This is an optimization exercise on Yosys and OpenROAD, whose aim is small area, a short achievable clock period and few clock cycles per item, not a production implementation. In this exercise RTL edits were held to simulation tests only and were not proved equivalent to the original. No activity file was given, so power comes from the tool's default toggle rates.

[config.mk]
export PLATFORM = sky130hd
export DESIGN_NAME = dmem_bus
export DESIGN_NICKNAME = dmem_bus
export VERILOG_FILES = /design/flow/design.v
export SDC_FILE = /design/flow/constraint.sdc
export NUM_CORES = 4
export LEC_CHECK = 0
export CAP_MARGIN = 20
export CORE_MARGIN = 2
export CORE_UTILIZATION = 40
export CTS_CLUSTER_DIAMETER = 60
export CTS_CLUSTER_SIZE = 28
export SETUP_SLACK_MARGIN = 2.6
export SLEW_MARGIN = 20
export SYNTH_HIERARCHICAL = 1
export SYNTH_MINIMUM_KEEP_SIZE = 0
[constraint.sdc]
create_clock -name core_clock -period 5.0 [get_ports {clk}]
set_input_delay 1.0000 -clock core_clock [delete_from_list [all_inputs] [get_ports {clk}]]
set_output_delay 1.0000 -clock core_clock [all_outputs]
set_load 0.01 [all_outputs]
[design.v]
`default_nettype none
module dmem_bus #(
  parameter int N           = 32,
  parameter int ADDR_W      = 32,
  parameter int DEPTH       = 64,
  parameter int WAIT_CYCLES = 1     
) (
  input  logic              clk,
  input  logic              rst_n,
  input  logic              req_valid,
  output logic              req_ready,
  input  logic              req_write,
  input  logic [1:0]        req_size,
  input  logic              req_unsigned,
  input  logic [ADDR_W-1:0] req_addr,
  input  logic [N-1:0]      req_wdata,
  output logic              resp_valid,
  input  logic              resp_ready,
  output logic [N-1:0]      resp_rdata,
  output logic              resp_err
);
  localparam int IDX_W = $clog2(DEPTH);
  logic [DEPTH*N-1:0] mem;       
  logic             w_accept;
  logic             w_req_err;
  logic             s1_v, s1_ld, s1_err;
  logic [3:0]       s1_be;
  logic [N-1:0]     s1_wd;
  logic [DEPTH-1:0] s1_sel;      
  logic [6:0]       s1_ctl;
  logic             s2_v, s2_ld, s2_err;
  logic [2*N-1:0]   s2_pn;      
  logic [N-1:0]     s2_word;
  logic [1:0]       s2_bsel;    
  logic             s2_hsel;    
  logic             s2_b1ext;   
  logic             s2_hiext;   
  logic             s2_sgn;     
  logic             s2_sbyte;   
  logic             out_v, out_err;
  logic [N-1:0]     out_d;
  logic             w_out_load, w_s2_stall, w_s1_stall;
  logic [2*N-1:0]   w_pn;
  logic [7:0]       w_b0;
  logic [7:0]       w_b1;
  logic             w_sign;
  logic [N-1:0]     w_res;
  logic             w_unused;
  assign w_unused = ^req_addr[ADDR_W-1:IDX_W+2];
  assign w_req_err = (req_size == 2'b11) ||
                     ((req_size == 2'b01) && req_addr[0]) ||
                     ((req_size == 2'b10) && (req_addr[1:0] != 2'b00));
  assign w_out_load = !out_v || resp_ready;
  assign w_s2_stall = s2_v && !w_out_load;
  logic r_room;
  assign w_s1_stall = !r_room && !resp_ready;
  dmem_bus_rdy u_rdy (
    .rst_n     (rst_n),
    .resp_ready(resp_ready),
    .room      (r_room),
    .ready     (req_ready)
  );
  assign w_accept  = req_valid && req_ready;
  always_ff @(posedge clk or negedge rst_n) begin
    if (!rst_n) begin
      out_v  <= 1'b0;
      s2_v   <= 1'b0;
      s2_ld  <= 1'b0;
      s2_err <= 1'b0;
      s1_v   <= 1'b0;
      s1_ld  <= 1'b0;
      s1_err <= 1'b0;
      r_room <= 1'b0;
    end else begin
      r_room <= !((w_out_load ? s2_v : out_v) &&
                  (w_s2_stall || s1_v) &&
                  (w_s1_stall || w_accept));
      if (w_out_load) out_v <= s2_v;
      if (!w_s2_stall) begin
        s2_v   <= s1_v;
        s2_ld  <= s1_ld;
        s2_err <= s1_err;
      end
      if (!w_s1_stall) begin
        s1_v   <= w_accept;
        s1_ld  <= w_accept && !req_write && !w_req_err;
        s1_err <= w_accept && w_req_err;
      end
    end
  end
  logic [3:0]   w_be;
  logic [N-1:0] w_wd;
  always_comb begin
    case (req_size)
      2'b00:   begin w_be = 4'b0001 << req_addr[1:0];           w_wd = {4{req_wdata[7:0]}}; end
      2'b01:   begin w_be = req_addr[1] ? 4'b1100 : 4'b0011; w_wd = {2{req_wdata[15:0]}}; end
      default: begin w_be = 4'b1111;                          w_wd = req_wdata; end
    endcase
    if (!(w_accept && req_write && !w_req_err)) w_be = 4'b0000;
  end
  always_ff @(posedge clk) begin
    s1_be <= w_be;
    for (int k = 0; k < 4; k++) s1_wd[8*k +: 8] <= w_wd[8*k +: 8] & {8{w_be[k]}};
  end
  always_ff @(posedge clk) begin
    if (!w_s1_stall) begin
      for (int w = 0; w < DEPTH; w++) s1_sel[w] <= (req_addr[IDX_W+1:2] == IDX_W'(w));
      s1_ctl <= {(req_size == 2'b00) ? req_addr[1:0] :
                 (req_size == 2'b01) ? {req_addr[1], 1'b0} : 2'b00,
                 (req_size == 2'b01) && req_addr[1],
                 (req_size == 2'b00),
                 (req_size != 2'b10),
                 !req_unsigned,
                 (req_size == 2'b00)};
    end
  end
  logic [DEPTH-1:0]   w_sel;
  logic [4*DEPTH-1:0] w_keep;
  logic [DEPTH*N-1:0] w_mem_nxt;
  always_comb begin
    for (int w = 0; w < DEPTH; w++) begin
      w_sel[w] = s1_sel[w];
      for (int k = 0; k < 4; k++) w_keep[4*w+k] = !(w_sel[w] && s1_be[k]);
    end
  end
  dmem_bus_wrnext #(.N(N), .DEPTH(DEPTH)) u_wrnext (
    .q   (mem),
    .keep(w_keep),
    .sel (w_sel),
    .wd  (s1_wd),
    .nxt (w_mem_nxt)
  );
  always_ff @(posedge clk) mem <= w_mem_nxt;
  dmem_bus_rdmux #(.N(N), .DEPTH(DEPTH)) u_rdmux (
    .sel (w_sel),
    .data(mem),
    .part_n(w_pn)
  );
  always_ff @(posedge clk) begin
    if (!w_s2_stall) begin
      s2_pn <= w_pn;
      {s2_bsel, s2_hsel, s2_b1ext, s2_hiext, s2_sgn, s2_sbyte} <= s1_ctl;
    end
  end
  assign s2_word = ~(s2_pn[N-1:0] & s2_pn[2*N-1:N]);
  assign w_b0   = s2_word[{s2_bsel, 3'b000} +: 8];
  assign w_b1   = s2_hsel ? s2_word[31:24] : s2_word[15:8];
  assign w_sign = s2_sgn && (s2_sbyte ? w_b0[7] : w_b1[7]);
  always_comb begin
    w_res[7:0]   = w_b0;
    w_res[15:8]  = s2_b1ext ? {8{w_sign}} : w_b1;
    w_res[31:16] = s2_hiext ? {16{w_sign}} : s2_word[31:16];
    if (!s2_ld) w_res = '0;
  end
  always_ff @(posedge clk or negedge rst_n) begin
    if (!rst_n) begin
      out_d   <= '0;
      out_err <= 1'b0;
    end else if (w_out_load) begin
      out_d   <= w_res;
      out_err <= s2_err;
    end
  end
  assign resp_valid = out_v;
  assign resp_rdata = out_d;
  assign resp_err   = out_err;
endmodule
`default_nettype wire
module dmem_bus_wrnext #(
  parameter int N     = 32,
  parameter int DEPTH = 64
) (
  input  logic [DEPTH*N-1:0] q,
  input  logic [4*DEPTH-1:0] keep,
  input  logic [DEPTH-1:0]   sel,
  input  logic [N-1:0]       wd,
  output logic [DEPTH*N-1:0] nxt
);
  always_comb begin
    for (int w = 0; w < DEPTH; w++)
      for (int b = 0; b < N; b++)
        nxt[w*N+b] = (q[w*N+b] & keep[4*w+b/8]) | (wd[b] & sel[w]);
  end
endmodule
module dmem_bus_rdmux #(
  parameter int N     = 32,
  parameter int DEPTH = 64
) (
  input  logic [DEPTH-1:0]   sel,
  input  logic [DEPTH*N-1:0] data,
  output logic [2*N-1:0]     part_n
);
  localparam int G = (DEPTH + 2) / 3;
  logic [3*G-1:0]   s3;
  logic [3*G*N-1:0] d3;
  logic [G*N-1:0]   g;                     
  always_comb begin
    s3 = '0;
    d3 = '0;
    s3[DEPTH-1:0]   = sel;
    d3[DEPTH*N-1:0] = data;
  end
  for (genvar i = 0; i < G; i++) begin : g_aoi
    for (genvar b = 0; b < N; b++) begin : g_bit
      dmem_bus_aoi222 u_aoi (
        .a0(d3[(3*i)*N+b]),   .s0(s3[3*i]),
        .a1(d3[(3*i+1)*N+b]), .s1(s3[3*i+1]),
        .a2(d3[(3*i+2)*N+b]), .s2(s3[3*i+2]),
        .y (g[i*N+b])
      );
    end
  end
  always_comb begin
    part_n = '1;
    for (int i = 0; i < G; i++)
      if (i < G/2) part_n[N-1:0]   = part_n[N-1:0]   & g[i*N +: N];
      else         part_n[2*N-1:N] = part_n[2*N-1:N] & g[i*N +: N];
  end
endmodule
module dmem_bus_rdy (
  input  logic rst_n,
  input  logic resp_ready,
  input  logic room,
  output logic ready
);
  assign ready = (rst_n & resp_ready) | room;
endmodule
module dmem_bus_aoi222 (
  input  logic a0, s0, a1, s1, a2, s2,
  output logic y
);
  assign y = ~((a0 & s0) | (a1 & s1) | (a2 & s2));
endmodule
`default_nettype wire
[run.sh]
#!/bin/bash
# synth_recipe.tcl (not shown) runs the flow's synth.tcl, then flattens the netlist and writes it again
# the make line also repeats each setting of config.mk as NAME=value (left out here)
make -C /OpenROAD-flow-scripts/flow DESIGN_CONFIG=/design/flow/config.mk WORK_HOME=/design/flow/orfs CLKGATE_MAP_FILE= SYNTH_SCRIPT=/design/flow/synth_recipe.tcl finish
==> results.cfg, run 1 <==
[logic_synthesis]
ys_ff_latch = 2265
synth_top_cell_by_area = dfxtp_1
netlist_area_um2 = 81400
ys_top_cells_by_area = dfxtp_1 51%, a22o_1 22%, a222oi_1 8.7%
synth_flop_cell = dfxtp_1
synth.yosys.seq_area_share_pct = 57.6
synthCells = 6620
synth_top_area_share_pct = 51.2
synth_edf_count = 140
yosysWarnings = 9
synth.distinct_cells = 49
yosys-top-cells-count = 2084 x dfxtp_1, 2056 x a22o_1, 704 x a222oi_1, 348 x nand2_1, 263 x buf_1
synth.most_common_cell = dfxtp_1
synth.avg_cell_area_um2 = 12.3
postSynth.asyncResetShare_pct = 1.81

[worst_hold_path]
min_path_type = in2async

[power]
peakVddDrop_uv = 245
p_total_uw = 43100
p_per_area_nw_per_um2 = 489
p_leak_uw = 0.0332

[critical_path]
reg2reg_slack_ns = 2.52
r2r_cells = 4
path_class = in2out
path_max_fanout = 5
setup.worst_path.end_class = output pin
critPathArrivalTime_ns = 1.57
cp.required_ns = 4.00
critPathLaunchType = input port

[timing]
rsz0062_at_grt = yes
finClkSkew_ns = 0.0451
setup-tns-final_ns = 0
finalCritPeriodShare_pct = 51.4
fin_crit_ns = 2.57
final_max_slew_viol_count = 0
worstMarginPinSlew_ns = 1.14
slew_headroom_pct = 24.2
setup_ws_ns = 2.43
hold_violations = 0
setup_viol = 0
max_freq_mhz = 389

[detailed_routing]
drtIter0Drc = 8491
vias = 58897
wirelength_um = 240000
ant_nets = 0
routedWlPerCell_um = 26.1
firstDrtPassIters = 12
drc_errors = 0
via_per_inst = 6.39

[clock_network]
clk_pin_slew_ns = 0.09
clkLatencyLatePin_ns = 0.85
cts_tree = built
root_buffer = clkbuf_16
cts_max_path_buffers = 3
ctsHoldBuffers = 0
numCtsBuffers = 140
htreeDepth = 4
cts.sinks = 2265

[floorplanning]
die_x_um = 455
die-area_um2 = 207000
die_height_um = 455
start_util_pct = 40.3
pin_count = 107
row_count = 165
coreArea_um2 = 202000

[global_route]
grt.overflow.total = 0
grt_usage_pct = 22.1
first_global_vias = 54844
grt_max_degree = 69
grt_pass1_wl_um = 358000
antenna_found_initial = 6

[layout]
syn_to_final_growth_pct = 8.08
final_nets = 6493
post-route-util_pct = 43.5
final_layout_size_suffix_gt1_share_pct = 9.08

[status]
status = timing/DRC/antenna clean

[run]
drv_cap = 0

[placed_design]
gp_congestion = 0.902
dp_slack_ns = 1.39
hpwl_um = 150000
io_buffers = 82
-- power by group --
part	leakage [uW]	internal [uW]	switching, uW	total (uW)
Combinational	0.0117	2840	3850	6690
Clock	0.00247	6150	7090	13200
Sequential	0.0191	21400	1780	23100
-- per-stage QoR --
step / hold slack [ns] / instances / area, um^2
2_1_floorplan: 0.400 / 6747 / 81900
3_3_place_gp: 0.412 / 8892 / 82400
3_5_place_dp: 0.415 / 8892 / 82400
4_1_cts: 0.199 / 9183 / 87700
5_1_grt: 0.241 / 9214 / 88000
6_report: 0.257 / 9214 / 88000
-- layer usage --
metal | routed length, um | global-route usage [%]
met1 | 106000 | 31.1
met2 | 110000 | 34.4
met3 | 14700 | 2.76
met4 | 9180 | 8.59
met5 | 0 | 0
-- path summary, 6_finish.rpt --
path | from | end
min in group core_clock | s1_ctl[1] | s2_sgn
min reg2reg | s1_ctl[1] | s2_sgn
min | rst_n | out_d[28]
max reg2reg | r_room | s1_sel[59]
max | resp_ready | req_ready
max in group asynchronous | rst_n | out_d[6]
-- sequential cells by signal (all words and copies together) (netlist names), 2 cells and up --
name     count
s1_sel      64
mem       2048
s1_wd       32
s2_bsel      2
out_d       32
s1_ctl       6
s2_pn       64
s1_be        4
-- cell usage in the layout (no fill, tap or decap), drive strengths merged, types with 2 or more instances in the layout --
| master | instances |
|---|---|
| nor2 | 95 |
| clkbuf | 157 |
| nand2 | 348 |
| nand4 | 129 |
| dfxtp | 2084 |
| or2 | 2 |
| o31ai | 9 |
| inv | 55 |
| mux4 | 8 |
| a21oi | 19 |
| buf | 211 |
| nor3 | 64 |
| clkdlybuf4s50 | 44 |
| mux2i | 16 |
| diode | 2 |
| dfrtp | 41 |
| a222oi | 704 |
| clkdlybuf4s15 | 2 |
| clkinvlp | 11 |
| bufbuf | 2 |
| clkinv | 42 |
| a21o | 2 |
| a22o | 2057 |
| bufinv | 5 |
| nand3 | 78 |
| nor2b | 12 |
| and2 | 10 |
| edfxtp | 140 |
| o21ai | 44 |
| nand2b | 8 |
| conb | 128 |
-- cell families after synthesis --
| kind of cell | after synthesis | share of synthesized area (%) |
|---|---|---|
| AND/OR/NAND/NOR | 750 | 4.59 |
| AO/OA/AOI/OAI | 2843 | 31.4 |
| buffers and inverters | 736 | 5.85 |
| other | 1 | 0.00460 |
| multiplexers | 25 | 0.464 |
| flip-flops | 2265 | 57.6 |
-- modules after synthesis, one instance, submodules excluded, excerpt --
| module | copies in the design | area [um^2] | flip-flops and latches | cells |
|---|---|---|---|---|
| dmem_bus | 1 | 50200 | 2265 | 2938 |
| dmem_bus_rdy | 1 | 7.51 | 0 | 1 |
| dmem_bus_aoi222 | 704 | 10.0 | 0 | 1 |
-- what timing repair did --
action                     in CTS  in global routing
pin swaps                       2                  9
setup endpoints to repair     172                113
gates cloned                    2                  0
gates resized for setup       155                 14
buffers inserted               28                 29
-- final cells by class --
| type | instances | area [um^2] |
|---|---|---|
| fillers | 18231 | 114000 |
| clock inverters | 104 | 1360 |
| clock buffers | 157 | 3760 |
| multi-input cells | 3746 | 30300 |
| inverters | 9 | 37.5 |
| flip-flops and latches | 2265 | 47000 |
| diodes | 2 | 5.00 |
| well taps | 2672 | 3340 |
| repair buffers | 259 | 2250 |
-- worst max-delay path: stages --
cell and delay [ns]:
clkdlybuf4s15_2 0.23, a21o_1 0.20, buf_2 0.14
Testbench counts, summed over its fixed seeds: cycles 24,024, items 24,000.
==> run 2, diff against run 1 <==
--- a/design.v
+++ b/design.v
@@ -50,39 +50,48 @@
   assign w_req_err = (req_size == 2'b11) ||
                      ((req_size == 2'b01) && req_addr[0]) ||
                      ((req_size == 2'b10) && (req_addr[1:0] != 2'b00));
+  logic             r_rdy;
+  logic             sk_v, sk_err;
+  logic [N-1:0]     sk_d;
+  logic             w_out_v_n, w_sk_v_n, w_s2_v_n, w_s1_v_n;
   assign w_out_load = !out_v || resp_ready;
-  assign w_s2_stall = s2_v && !w_out_load;
-  logic r_room;
-  assign w_s1_stall = !r_room && !resp_ready;
-  dmem_bus_rdy u_rdy (
-    .rst_n     (rst_n),
-    .resp_ready(resp_ready),
-    .room      (r_room),
-    .ready     (req_ready)
-  );
-  assign w_accept  = req_valid && req_ready;
+  assign w_s2_stall = s2_v && out_v && sk_v && !resp_ready;
+  assign w_s1_stall = s1_v && w_s2_stall;
+  assign req_ready = r_rdy;
+  assign w_accept  = req_valid && r_rdy;
+  always_comb begin
+    if (w_out_load) begin
+      w_out_v_n = sk_v || s2_v;
+      w_sk_v_n  = sk_v && s2_v;
+    end else begin
+      w_out_v_n = out_v;
+      w_sk_v_n  = sk_v || s2_v;
+    end
+  end
+  assign w_s2_v_n = w_s2_stall || s1_v;
+  assign w_s1_v_n = w_s1_stall || w_accept;
   always_ff @(posedge clk or negedge rst_n) begin
     if (!rst_n) begin
+      r_rdy  <= 1'b0;
       out_v  <= 1'b0;
+      sk_v   <= 1'b0;
       s2_v   <= 1'b0;
       s2_ld  <= 1'b0;
       s2_err <= 1'b0;
       s1_v   <= 1'b0;
       s1_ld  <= 1'b0;
       s1_err <= 1'b0;
-      r_room <= 1'b0;
     end else begin
-      r_room <= !((w_out_load ? s2_v : out_v) &&
-                  (w_s2_stall || s1_v) &&
-                  (w_s1_stall || w_accept));
-      if (w_out_load) out_v <= s2_v;
+      r_rdy  <= !(w_s1_v_n && w_s2_v_n && w_out_v_n && w_sk_v_n);
+      out_v  <= w_out_v_n;
+      sk_v   <= w_sk_v_n;
+      s2_v   <= w_s2_v_n;
+      s1_v   <= w_s1_v_n;
       if (!w_s2_stall) begin
-        s2_v   <= s1_v;
         s2_ld  <= s1_ld;
         s2_err <= s1_err;
       end
       if (!w_s1_stall) begin
-        s1_v   <= w_accept;
         s1_ld  <= w_accept && !req_write && !w_req_err;
         s1_err <= w_accept && w_req_err;
       end
@@ -152,13 +161,24 @@
     w_res[31:16] = s2_hiext ? {16{w_sign}} : s2_word[31:16];
     if (!s2_ld) w_res = '0;
   end
+  always_ff @(posedge clk) begin
+    if (!(sk_v && !w_out_load)) begin
+      sk_d   <= w_res;
+      sk_err <= s2_err;
+    end
+  end
   always_ff @(posedge clk or negedge rst_n) begin
     if (!rst_n) begin
       out_d   <= '0;
       out_err <= 1'b0;
     end else if (w_out_load) begin
-      out_d   <= w_res;
-      out_err <= s2_err;
+      if (sk_v) begin
+        out_d   <= sk_d;
+        out_err <= sk_err;
+      end else begin
+        out_d   <= w_res;
+        out_err <= s2_err;
+      end
     end
   end
   assign resp_valid = out_v;
@@ -217,14 +237,6 @@
       else         part_n[2*N-1:N] = part_n[2*N-1:N] & g[i*N +: N];
   end
 endmodule
-module dmem_bus_rdy (
-  input  logic rst_n,
-  input  logic resp_ready,
-  input  logic room,
-  output logic ready
-);
-  assign ready = (rst_n & resp_ready) | room;
-endmodule
 module dmem_bus_aoi222 (
   input  logic a0, s0, a1, s1, a2, s2,
   output logic y
==> flow/run.sh (new file) <==
#!/bin/bash
# Layout flow: the standard flow (standard.sh, with its unchanged
# synthesis), run to finish with two settings changed on make's command line:
#  - MATCH_CELL_FOOTPRINT=0: timing repair may resize a cell to any cell of
#    the same function, not only to one of the same footprint;
#  - the port buffers that buffer_ports inserts are buf_4 cells.
# The make output goes to flow_make.log; ORFS writes each step's full log
# under orfs/logs/.
set -o pipefail
bash standard.sh MATCH_CELL_FOOTPRINT=0 \
  "BUFFER_PORTS_ARGS=-buffer_cell sky130_fd_sc_hd__buf_4" finish \
  > flow_make.log 2>&1
==> standard.sh (new file) <==
#!/bin/bash
# synth_recipe.tcl (not shown) runs the flow's synth.tcl, then flattens the netlist and writes it again
# the make line also repeats each setting of config.mk as NAME=value (left out here)
make -C /OpenROAD-flow-scripts/flow DESIGN_CONFIG=/design/flow/config.mk WORK_HOME=/design/flow/orfs CLKGATE_MAP_FILE= SYNTH_SCRIPT=/design/flow/synth_recipe.tcl "${@:-finish}"
--- a/config.mk
+++ b/config.mk
@@ -10,6 +10,7 @@
 export CORE_UTILIZATION = 40
 export CTS_CLUSTER_DIAMETER = 60
 export CTS_CLUSTER_SIZE = 28
+export PLACE_DENSITY = 0.5
 export SETUP_SLACK_MARGIN = 2.6
 export SLEW_MARGIN = 20
 export SYNTH_HIERARCHICAL = 1
removed: run.sh
==> run 2 against run 1 <==
  * Power increased by 1.3%
  * Clock power grew 11%
  * Critical path type is now reg2reg
  * Synthesized cell count up 2.0%
  * Highest routed layer unchanged
  * Largest cell class unchanged
  * Flip-flop and latch count grew 34
  * Non-clock buffer count fell by 5
==> results.cfg, run 2 <==
[clock_network]
clk_pin_slew_ns = 0.10
cts_tree = built
numCtsBuffers = 160
clkLatencyLatePin_ns = 0.83
ctsHoldBuffers = 0
cts.sinks = 2299
root_buffer = clkbuf_16
cts_max_path_buffers = 3
htreeDepth = 4

[layout]
final_nets = 6629
seqCellArea_um2 = 48000
top_regs = mem (2048), s1_sel (64), s2_pn (64)
largest_register_ffs = 2048
final_layout_size_suffix_gt1_share_pct = 9.90
syn_to_final_growth_pct = 9.16
layout_common_cells = 2048 x a22o_1, 2048 x dfxtp_1, 704 x a222oi_1
fillers = 18703
multi_input_area_um2 = 30700
top_register = mem
final_cells = 9424

[timing]
finClkSkew_ns = 0.0458
rsz0062_at_grt = yes
setup_ws_ns = 2.58
hold_violations = 0
slew_headroom_pct = 35.2
finalCritPeriodShare_pct = 48.4
max_freq_mhz = 413
fin_crit_ns = 2.42
final_max_slew_viol_count = 0
setup-tns-final_ns = 0
setup_viol = 0
worstMarginPinSlew_ns = 0.971

[logic_synthesis]
synth_top_family_by_area = compound AO/OA/AOI/OAI gates
synth.yosys.seq_area_share_pct = 57.9
postSynth.asyncResetShare_pct = 1.83
synth_compound_area_share_pct = 30.9
yosysWarnings = 9
synth_edf_count = 173
synthSimpleGateAreaFrac_pct = 4.94
synth.avg_cell_area_um2 = 12.3
muxShareOfSynthArea_pct = 0.482
synth.distinct_cells = 45
synth.most_common_cell = dfxtp_1
ys_top_cells_by_area = dfxtp_1 50%, a22o_1 22%, a222oi_1 8.5%
synth_top_area_share_pct = 50.4
yosys-top-cells-count = 2084 x dfxtp_1, 2048 x a22o_1, 704 x a222oi_1, 338 x nand2_1, 257 x buf_1
synthCells = 6753
ys_ff_latch = 2299
synth_flop_cell = dfxtp_1
synth_xor_area_share_pct = 0.0106
synth_fa_ha_area_share_pct = 0.0242
netlist_area_um2 = 82800
synth_top_cell_by_area = dfxtp_1

[critical_path]
setup.worst_path.end_class = flop
cp.required_ns = 5.69
reg2reg_slack_ns = 2.58
critical_path.top_delay_family = compound AO/OA/AOI/OAI gates
cp_slowest_cell = mux4_2
r2r-start = s2_pn[39]
path_max_fanout = 16
cp_cell_sequence = nand2_1 -> mux4_2 -> a21o_2 -> a2bb2oi_4 -> o22ai_1
path_buf_inv = 0
critPathLaunchType = flop
path_class = reg2reg
r2r_cells = 5
critPathArrivalTime_ns = 3.12
slowest_delay_ns = 0.68
rr_endpoint = out_d[17]

[power]
comb_power_share_pct = 13.6
p_leak_uw = 0.0338
p_seq_share_pct = 52.6
p_switching_uw = 12500
switching_share_pct = 28.6
peakVddDrop_uv = 370
p_per_area_nw_per_um2 = 483
clkPwrFrac_pct = 33.8
intPower_uw = 31200

[global_route]
grt_usage_pct = 22.8
grt_pass1_wl_um = 374000
grt.overflow.total = 0
grt_max_degree = 69
first_global_vias = 55961
antenna_found_initial = 10

[run]
drv_cap = 0

[placed_design]
dp_slack_ns = 1.90
hpwl_um = 157000
dp.cells = 9051
io_buffers = 82
gp_congestion = 0.818

[floorplanning]
die_x_um = 459
row_count = 167
coreArea_um2 = 206000
start_util_pct = 40.1
pin_count = 107
die_height_um = 459
die-area_um2 = 211000

[detailed_routing]
via_per_inst = 6.28
vias = 59212
routedWlPerCell_um = 26.6
firstDrtPassIters = 10
drtIter0Drc = 7364
ant_nets = 0
wirelength_um = 251000
drc_errors = 0

[status]
status = timing/DRC/antenna clean

[worst_hold_path]
min_path_type = in2async
## run 2: changes by cell type after synthesis, sizes merged, moves of 10 or more
cell	delta
a21oi	+26
o22ai	+15
nand2	-10
buf	-13
nor3	+18
clkbuf	+27
edfxtp	+33
nor2	+42
o21ai	-30
nand3	+19
## run 2: logic make-up (layout without fill, tap and decap cells)
family | Yosys count | after routing
compound gates | 2847 | 2847
flops | 2299 | 2299
simple gates | 828 | 828
buf+inv | 748 | 562
mux | 27 | 27
fa+ha+maj | 2 | 2
other cells | 1 | 154
xor+xnor | 1 | 1
## run 2: timing repair
action,4_1_cts,5_1_grt
endpoints found under the hold margin,0,0
setup endpoints to repair,132,69
setup buffers,26,22
gates resized for setup,38,9
pin swaps,3,11
## run 2: power by group through the flow
stage,Clock [uW],Combinational (uW),Sequential (uW)
finish,14700,5950,22900
global placement,0,5530,23300
detailed placement,0,5640,23300
CTS,15100,5840,22900
floorplan,0,3490,23100
global route,15800,6370,23200
## run 2: layout make-up
class / instances / share of cell area [%]
clock buffer: 190 / 4.96
antenna: 26 / 0.0720
inverter: 9 / 0.0415
sequential: 2299 / 53.1
multi-input combinational: 3833 / 33.9
tap: 2704 / 3.74
clock inverter: 109 / 1.57
timing repair buffer: 254 / 2.61
## run 2: modules after synthesis (local to each module, per instance), a selection
module	area, um^2	copies in the design	flip-flops and latches	cells inside
dmem_bus	51600	1	2299	3072
dmem_bus_aoi222	10.0	704	0	1
## run 2: metal layers
| layer | up-vias | track usage [%] | part of all wire, % |
|---|---|---|---|
| met5 | - | 0 | 0 |
| met2 | 1823 | 35.1 | 46 |
| met4 | 0 | 7.68 | 2.9 |
| met3 | 264 | 2.84 | 4.9 |
| met1 | 30000 | 32.9 | 47 |
| li1 | 27125 | - | - |
## run 2: stage by stage
step | hold WS [ns] | area (um^2) | util, % | total power, uW
floorplan | 0.400 | 83300 | - | 26600
global placement | 0.402 | 83800 | 40.6 | 28800
detailed placement | 0.408 | 83800 | 40.6 | 28900
CTS | 0.124 | 90100 | 43.7 | 43900
global route | 0.163 | 90400 | 43.8 | 45400
finish | 0.169 | 90400 | 43.8 | 43600
## run 2: worst max path at each step
| stage | slack [ns] | startpoint | cells past startpoint | endpoint |
|---|---|---|---|---|
| after floorplan | 1.43 | resp_ready | 4 | s1_ctl[1] |
| after global placement | 1.95 | resp_ready | 7 | s1_sel[17] |
| after detailed placement | 1.90 | resp_ready | 7 | s1_sel[17] |
| after CTS | 2.50 | out_d[13] | 1 | resp_rdata[13] |
| after global routing | 2.51 | out_d[13] | 1 | resp_rdata[13] |
| final | 2.58 | s2_pn[39] | 5 | out_d[17] |
## run 2: worst register-to-register path, cell delays in order, from the launching register on
cell and delay (ns):
edfxtp_1 0.42, nand2_1 0.38, mux4_2 0.68, a21o_2 0.26, a2bb2oi_4 0.43, o22ai_1 0.15
Testbench counts of run 2, summed over its fixed seeds: cycles 24,024, items 24,000.
==> run 3, diff against run 2 <==
--- a/config.mk
+++ b/config.mk
@@ -7,10 +7,9 @@
 export LEC_CHECK = 0
 export CAP_MARGIN = 20
 export CORE_MARGIN = 2
-export CORE_UTILIZATION = 40
+export CORE_UTILIZATION = 45
 export CTS_CLUSTER_DIAMETER = 60
 export CTS_CLUSTER_SIZE = 28
-export PLACE_DENSITY = 0.5
 export SETUP_SLACK_MARGIN = 2.6
 export SLEW_MARGIN = 20
 export SYNTH_HIERARCHICAL = 1
==> run 3 against run 2 <==
  * Still clean
  * Synthesized cell count unchanged
  * Sequential power about the same
  * Flip-flop and latch count unchanged
  * Count of clock-buffer cells in the layout down 23
  * Sequential share of layout area up 1.0 points
  * Final area down 1.9%
  * Final cell count down 3.5%
  * Routed wire length down 5.2%
  * Critical path type unchanged
==> results.cfg, run 3 <==
[detailed_routing]
vias = 59415
wirelength_um = 238000
routedWlPerCell_um = 26.2
firstDrtPassIters = 11
ant_nets = 0
via_per_inst = 6.53
drtIter0Drc = 8587
drc_errors = 0

[logic_synthesis]
ys_ff_latch = 2299
yosys-top-cells-count = 2084 x dfxtp_1, 2048 x a22o_1, 704 x a222oi_1, 338 x nand2_1, 257 x buf_1
synth.avg_cell_area_um2 = 12.3
synth.distinct_cells = 45
ys_top_cells_by_area = dfxtp_1 50%, a22o_1 22%, a222oi_1 8.5%
synth.yosys.seq_area_share_pct = 57.9
synthCells = 6753
muxShareOfSynthArea_pct = 0.482
synth_edf_count = 173
synth_xor_area_share_pct = 0.0106
synthSimpleGateAreaFrac_pct = 4.94
synth_top_family_by_area = compound AO/OA/AOI/OAI gates
synth_top_area_share_pct = 50.4
postSynth.asyncResetShare_pct = 1.83
synth_compound_area_share_pct = 30.9
synth_fa_ha_area_share_pct = 0.0242
netlist_area_um2 = 82800
yosysWarnings = 9
synth_flop_cell = dfxtp_1
synth_top_cell_by_area = dfxtp_1
synth.most_common_cell = dfxtp_1

[critical_path]
path_max_fanout = 68
critPathArrivalTime_ns = 3.08
critPathLaunchType = flop
cp.required_ns = 5.65
r2r_cells = 4
setup.worst_path.end_class = flop
path_class = reg2reg

[clock_network]
clkLatencyLatePin_ns = 0.82
cts.sinks = 2299
numCtsBuffers = 140
clk_pin_slew_ns = 0.11
root_buffer = clkbuf_16
ctsHoldBuffers = 0
htreeDepth = 4
cts_max_path_buffers = 3
cts_tree = built

[placed_design]
io_buffers = 82
hpwl_um = 147000
gp_congestion = 0.847

[timing]
max_freq_mhz = 412
rsz0062_at_grt = yes
hold_slack_ns = 0.190
slew_headroom_pct = 34.6
final_max_slew_viol_count = 0
finalCritPeriodShare_pct = 48.6
setup-tns-final_ns = 0
finClkSkew_ns = 0.0417
setup_viol = 0
worstMarginPinSlew_ns = 0.981
fin_crit_ns = 2.43
hold_violations = 0

[layout]
final_nets = 6572
final_layout_size_suffix_gt1_share_pct = 8.90
top_regs = mem (2048), s1_sel (64), s2_pn (64)
top_register = mem
syn_to_final_growth_pct = 7.13
layout_common_cells = 2048 x a22o_1, 2048 x dfxtp_1, 704 x a222oi_1
fillers = 16106
largest_register_ffs = 2048

[global_route]
grtUsageMet3_pct = 2.99
antenna_found_initial = 7
grt_max_degree = 70
grt_usage_pct = 24.2
grt_pass1_wl_um = 356000
met2_usage_pct = 37.0
grtUsageMet1_pct = 35.5
top_usage_layer = met2
grt.overflow.total = 0
first_global_vias = 55021

[run]
drv_cap = 0

[floorplanning]
row_count = 157
die_height_um = 433
die_x_um = 433
die-area_um2 = 188000
pin_count = 107
start_util_pct = 45.2
coreArea_um2 = 183000

[status]
status = timing/DRC/antenna clean

[worst_hold_path]
min_path_type = in2async

[power]
peakVddDrop_uv = 322
p_leak_uw = 0.0331
p_per_area_nw_per_um2 = 471
## run 3: cell counts after synthesis
No cell type changed its count.
## run 3: worst max-delay path, stage by stage (launching register included)
cell      delay, ns
edfxtp_1       0.41
buf_6          0.25
a222oi_1       0.67
nand4_1        0.50
nor3_4         0.35
## run 3: worst paths after layout
| check | startpoint | end | slack (ns) |
|---|---|---|---|
| max | s1_sel[12] | s2_pn[12] | 2.57 |
| min | rst_n | out_d[31] | 0.19 |
| max reg2reg | s1_sel[12] | s2_pn[12] | 2.57 |
| min reg2reg | s1_ctl[1] | s2_sgn | 0.43 |
| max in group asynchronous | rst_n | out_d[0] | 4.41 |
| min in group core_clock | req_write | s1_ld | 0.38 |
## run 3: kinds of logic (layout without fill, tap and decap cells)
family / after synthesis / in the layout
adder cells (fa/ha/maj): 2 / 2
flip-flops: 2299 / 2299
other: 1 / 141
buffers and inverters: 748 / 487
AO/OA/AOI/OAI: 2847 / 2847
XOR/XNOR: 1 / 1
multiplexers: 27 / 27
AND/OR/NAND/NOR: 828 / 828
## run 3: area by class of cell
cell class	instances	area [um^2]	area share [%]
well taps	2464	3080	3.47
inverters	9	37.5	0.0423
flip-flops and latches	2299	48000	54.1
repair buffers	217	1940	2.19
multi-input cells	3833	30600	34.5
clock buffers	167	3940	4.43
clock inverters	94	1060	1.19
diodes	13	32.5	0.0367
## run 3: per-module statistics from Yosys, one instance, submodules excluded, a selection
module | flip-flops and latches | times used | cells
dmem_bus | 2299 | 1 | 3072
dmem_bus_aoi222 | 0 | 704 | 1
## run 3: repair_timing
item | in CTS | in global routing
pin swaps | 3 | 10
setup buffers | 11 | 5
setup endpoints to repair | 110 | 92
gates cloned | 0 | 1
gates resized for setup | 29 | 8
## run 3: metal layers
layer,vias to the layer above,share of wire (%)
met5,-,0
met4,0,2.8
met3,269,6.0
met2,2125,45
met1,30039,46
li1,26982,-
## run 3: report_power, final
part | internal [uW] | switching [uW] | leakage, uW
combinational | 2430 | 3410 | 0.0113
sequential | 21300 | 1570 | 0.0193
clock | 6080 | 6980 | 0.00242
## run 3: through the flow
stage          cells  instance area [um^2]  utilization [%]  setup WS, ns  total power [uW]
3_5_place_dp    8805                 83400             45.6          1.81             28800
3_3_place_gp    8805                 83400             45.6          1.84             28600
4_1_cts         9077                 88600             48.4          2.56             41900
2_1_floorplan   6880                 83300                -          1.43             26600
5_1_grt         9096                 88700             48.5          2.57             43300
6_report        9096                 88700             48.5          2.57             41800

-- separate check: timing with driven ports --
No port has a modelled driver above. Below, the same layouts with a new extraction and two added sets of constraints. Step 1 (the two cells are an assumption about what drives the block):
set clk [get_ports {clk}]
set_driving_cell -lib_cell sky130_fd_sc_hd__clkbuf_16 $clk
set_driving_cell -lib_cell sky130_fd_sc_hd__buf_2 [delete_from_list [all_inputs] $clk]
Step 2, shift: input delay + t, output delay - t, t = (earliest + latest rising clock arrival at the registers) / 2. This alone moves slack from input paths to output paths. Three values: ideal ports, drivers, drivers and shift; two values: the first two.
run | t, ns | setup slack, ns | hold WS [ns] | latest minus earliest clock arrival (ns) | cell pins on the clock port's net
run 1 | 0.913 | 2.428 / 2.360 / 1.759 | 0.257 / 0.187 / 0.436 | 0.051 / 0.051 | 1
run 2 | 0.891 | 2.580 / 2.498 / 2.082 | 0.169 / 0.108 / 0.415 | 0.049 / 0.049 | 1
run 3 | 0.884 | 2.571 / 2.534 / 2.000 | 0.190 / 0.129 / 0.429 | 0.044 / 0.044 | 1
After both steps every run listed still meets setup and hold. For run 1, which loses most, drivers alone change the setup slack by -0.068 ns; drivers and shift together by -0.669 ns.
